This is an optimization exercise on Yosys and OpenROAD, whose aim is small area, a short achievable clock period and few clock cycles, not a production implementation. Function was checked by simulation only, so behaviour that the tests miss may differ from the original. Power and IR drop assume default switching activity.

// line_clear_ctrl_module
module line_clear_ctrl_module
(
    input  logic                   clk,
    input  logic                   rst,
    input  logic                   start,
    input  logic                   vblank,
    input  logic [tetris_map_pkg::MAP_W-1:0]       fixed_square_map,
    output logic                   busy,
    output logic [tetris_map_pkg::MAP_W-1:0]       map_out,
    output logic                   map_we,
    output logic                   done,
    output logic [tetris_map_pkg::LC_W-1:0]        lines_cleared
);
    localparam int ROWS = tetris_map_pkg::ROWS;
    localparam int COLS = tetris_map_pkg::COLS;
    logic [ROWS*COLS-1:0] rows;
    logic [ROWS*COLS-1:0] cmp;
    logic [ROWS-1:0]  full;
    logic [ROWS:0]    cnt_oh;
    logic [3:0]       k;
    logic             any_full;
    logic [tetris_map_pkg::MAP_W-1:0] result;
    logic                             busy_q;
    logic                             done_q;
    logic                             we_q;
    logic [tetris_map_pkg::LC_W-1:0]  lines_q;
    logic [tetris_map_pkg::MAP_W-1:0] map_out_q;
    logic                             accept;
    for (genvar r = 0; r < ROWS; r++) begin : g_det
        assign rows[r*COLS +: COLS] = fixed_square_map[tetris_map_pkg::idx(r, 0) +: COLS];
        row_full_detect u_detect (
            .row_bits (rows[r*COLS +: COLS]),
            .row_full (full[r])
        );
    end
    lc_compact u_compact (
        .rows   (rows),
        .full   (full),
        .en     (accept),
        .out    (cmp),
        .cnt_oh (cnt_oh)
    );
    always_comb begin
        k = '0;
        for (int c = 1; c <= ROWS; c++) k |= {4{cnt_oh[c]}} & 4'(c);
        any_full = |full;
        result = fixed_square_map;
        for (int r = 0; r < ROWS; r++)
            result[tetris_map_pkg::idx(r, 0) +: COLS] = cmp[r*COLS +: COLS]
                | ({COLS{~accept}} & map_out_q[tetris_map_pkg::idx(r, 0) +: COLS]);
    end
    assign accept = start & ~busy_q;
    function automatic logic is_field(input int i);
        is_field = (i >= tetris_map_pkg::COL_OFS)
                && (i < tetris_map_pkg::COL_OFS + tetris_map_pkg::ROW_STRIDE * ROWS)
                && ((i - tetris_map_pkg::COL_OFS) % tetris_map_pkg::ROW_STRIDE < COLS);
    endfunction
    always_ff @(posedge clk or posedge rst) begin
        if (rst) begin
            busy_q <= 1'b0;
  ...
Size in the first run: ~370 flip-flops, about 20000 µm² of cells after synthesis.
clock: 5.0 ns
lec_check: 0
abc_area: 1
cap_margin: 20
core_area: 5 5 235 235
cts_buf_list: sky130_fd_sc_hd__clkbuf_4 sky130_fd_sc_hd__clkbuf_8
die_area: 0 0 240 240
place_density: 0.6
setup_slack_margin: 2.3
slew_margin: 20
standard.sh (not shown) runs the stock make flow with config.mk's settings and CLKGATE_MAP_FILE= SYNTH_SCRIPT=/design/flow/synth_recipe.tcl, a recipe that flattens the netlist after the stock synthesis.
==> flow/flow/run.sh <==
#!/bin/bash
# The standard layout (standard.sh: the standard flow's synthesis and ORFS flow), with the
# port buffers made as plain sky130 buf_1 cells instead of the delay buffer
# ORFS picks by default. Each step's log is kept under orfs/logs; make's own
# output goes to standard.log.
set -euo pipefail
bash standard.sh "BUFFER_PORTS_ARGS=-buffer_cell sky130_fd_sc_hd__buf_1" finish > standard.log 2>&1
Testbench counts at the start, summed over its fixed seeds: cycles 384.
Next try:
==> flow/flow/run.sh (replaced) <==
#!/bin/bash
set -euo pipefail
BUF="BUFFER_PORTS_ARGS=-buffer_cell sky130_fd_sc_hd__buf_1"
bash standard.sh "$BUF" SETUP_SLACK_MARGIN=2.3 cts > standard_to_cts.log 2>&1
bash standard.sh "$BUF" SETUP_SLACK_MARGIN=0 finish > standard_finish.log 2>&1
SETUP_SLACK_MARGIN = unset   (was 2.3)
Cell count fell by 2.4%.
Critical path depth stays the same.
Die area stays the same.
Final area fell by 9.6%.
Setup slack loses 0.12 ns.
Next try:
==> flow/flow/run.sh (replaced) <==
#!/bin/bash
# The standard layout (standard.sh: the standard flow's synthesis and ORFS flow), with the
# port buffers made as plain sky130 buf_1 cells instead of the delay buffer
# ORFS picks by default. Each step's log is kept under orfs/logs; make's own
# output goes to standard.log.
set -euo pipefail
bash standard.sh "BUFFER_PORTS_ARGS=-buffer_cell sky130_fd_sc_hd__buf_1" finish > standard.log 2>&1
CORE_AREA = 5 5 295 295   (was 5 5 235 235)
DIE_AREA = 0 0 300 300   (was 0 0 240 240)
SETUP_SLACK_MARGIN = 2.3   (was unset)
Effect:
- global-route usage is lower by 11 points
- register-to-register slack loses 0.09 ns
- non-clock buffer count is higher by 87
- synthesized area does not change
- final area is higher by 13%
- final cell count is higher by 12%

* * *

line_clear_ctrl_module, a different RTL version from the one above (not shown whole).
Size in the first run: ~1700 cells after synthesis, roughly 370 flip-flops, ~730 I/O pins, about 20000 µm² of cells after synthesis.
## line_clear_ctrl_module
module line_clear_ctrl_module
(
    input  logic                   clk,
    input  logic                   rst,
    input  logic                   start,
    input  logic                   vblank,
    input  logic [tetris_map_pkg::MAP_W-1:0]       fixed_square_map,
    output logic                   busy,
    output logic [tetris_map_pkg::MAP_W-1:0]       map_out,
    output logic                   map_we,
    output logic                   done,
    output logic [tetris_map_pkg::LC_W-1:0]        lines_cleared
);
    localparam int ROWS = tetris_map_pkg::ROWS;
    localparam int COLS = tetris_map_pkg::COLS;
    logic [ROWS*COLS-1:0] rows;
    logic [ROWS*COLS-1:0] cmp;
    logic [ROWS-1:0]  full;
    logic [ROWS:0]    cnt_oh;
    logic [3:0]       k;
    logic             any_full;
    logic [tetris_map_pkg::MAP_W-1:0] result;
    logic                             busy_q;
    logic                             done_q;
    logic                             we_q;
    logic [tetris_map_pkg::LC_W-1:0]  lines_q;
    logic [tetris_map_pkg::MAP_W-1:0] map_out_q;
    logic                             accept;
    for (genvar r = 0; r < ROWS; r++) begin : g_det
        assign rows[r*COLS +: COLS] = fixed_square_map[tetris_map_pkg::idx(r, 0) +: COLS];
        row_full_detect u_detect (
            .row_bits (rows[r*COLS +: COLS]),
            .row_full (full[r])
        );
    end
    lc_compact u_compact (
        .rows   (rows),
        .full   (full),
        .out    (cmp),
        .cnt_oh (cnt_oh)
    );
    always_comb begin
  ...
==> flow/config.mk <==
export PLATFORM = sky130hd
export DESIGN_NAME = line_clear_ctrl_module
export DESIGN_NICKNAME = line_clear_ctrl_module
export VERILOG_FILES = /design/flow/design.v
export SDC_FILE = /design/flow/constraint.sdc
export NUM_CORES = 4
export LEC_CHECK = 0
export CAP_MARGIN = 20
export CORE_AREA = 5 5 295 295
export DIE_AREA = 0 0 300 300
export PLACE_DENSITY = 0.6
export SETUP_SLACK_MARGIN = 2.0
export SLEW_MARGIN = 20
==> flow/constraint.sdc <==
create_clock -name core_clock -period 5.0 [get_ports {clk}]
set_input_delay 1.0000 -clock core_clock [delete_from_list [all_inputs] [get_ports {clk}]]
set_output_delay 1.0000 -clock core_clock [all_outputs]
set_load 0.01 [all_outputs]
==> flow/flow/run.sh <==
#!/bin/bash
# The standard layout (standard.sh: the standard flow's synthesis and ORFS flow), with the
# port buffers made as plain sky130 buf_1 cells instead of the delay buffer
# ORFS picks by default. Each step's log is kept under orfs/logs; make's own
# output goes to standard.log.
set -euo pipefail
bash standard.sh "BUFFER_PORTS_ARGS=-buffer_cell sky130_fd_sc_hd__buf_1" finish > standard.log 2>&1
The starting point completed without violations.
Testbench counts at the start, summed over its fixed seeds: cycles 384.
==> next run, changes <==
Settings changed: ABC_AREA set to 1.
Outcome:
- total power goes down by 2.5%
- design area drops by 7.9%
- sequential share of layout area climbs by 3.0 points
- final cell count rose by 21%
- setup slack is better by 790 ps
- global-route usage decreases by 3.4 points
- sequential cell count is unchanged
- die area is unchanged
- worst hold slack improves by 13 ps
- routed wire length went down by 11%

## what the ideal ports hide
In the flow no input, the clock included, has a driving cell. The finished layouts below were timed again as built, in two steps.
Step 1: set_driving_cell puts a clkbuf_16 on clk and a buf_2 on each other input, an assumption about the parent block.
Step 2 also shifts input and output timing later by t, the mid clock arrival at the registers, as if the neighbouring blocks saw the same clock.
Slacks: ideal ports / drivers / drivers and shift; pairs: ideal ports / drivers.
run	shift t [ns]	setup slack, ns	worst setup path at the end	latest minus earliest clock arrival (ns)	cell pins on the clock port's net
the first run of note 1	0.743	2.195 / 2.171 / 1.428	input to register	0.068 / 0.068	1
the second run of note 1	0.736	2.076 / 2.048 / 1.312	input to register	0.067 / 0.066	1
the third run of note 1	0.746	2.155 / 2.113 / 1.367	input to register	0.082 / 0.081	1
the first run of note 2	0.636	1.235 / 1.231 / 0.595	input to register	0.040 / 0.040	1
the second run of note 2	0.637	2.025 / 2.046 / 1.408	input to register	0.039 / 0.039	1
After both steps setup and hold are still met in every run listed. The setup slack of the third run of note 1, which loses most, moves by -0.042 ns with the drivers and by -0.788 ns with both steps.
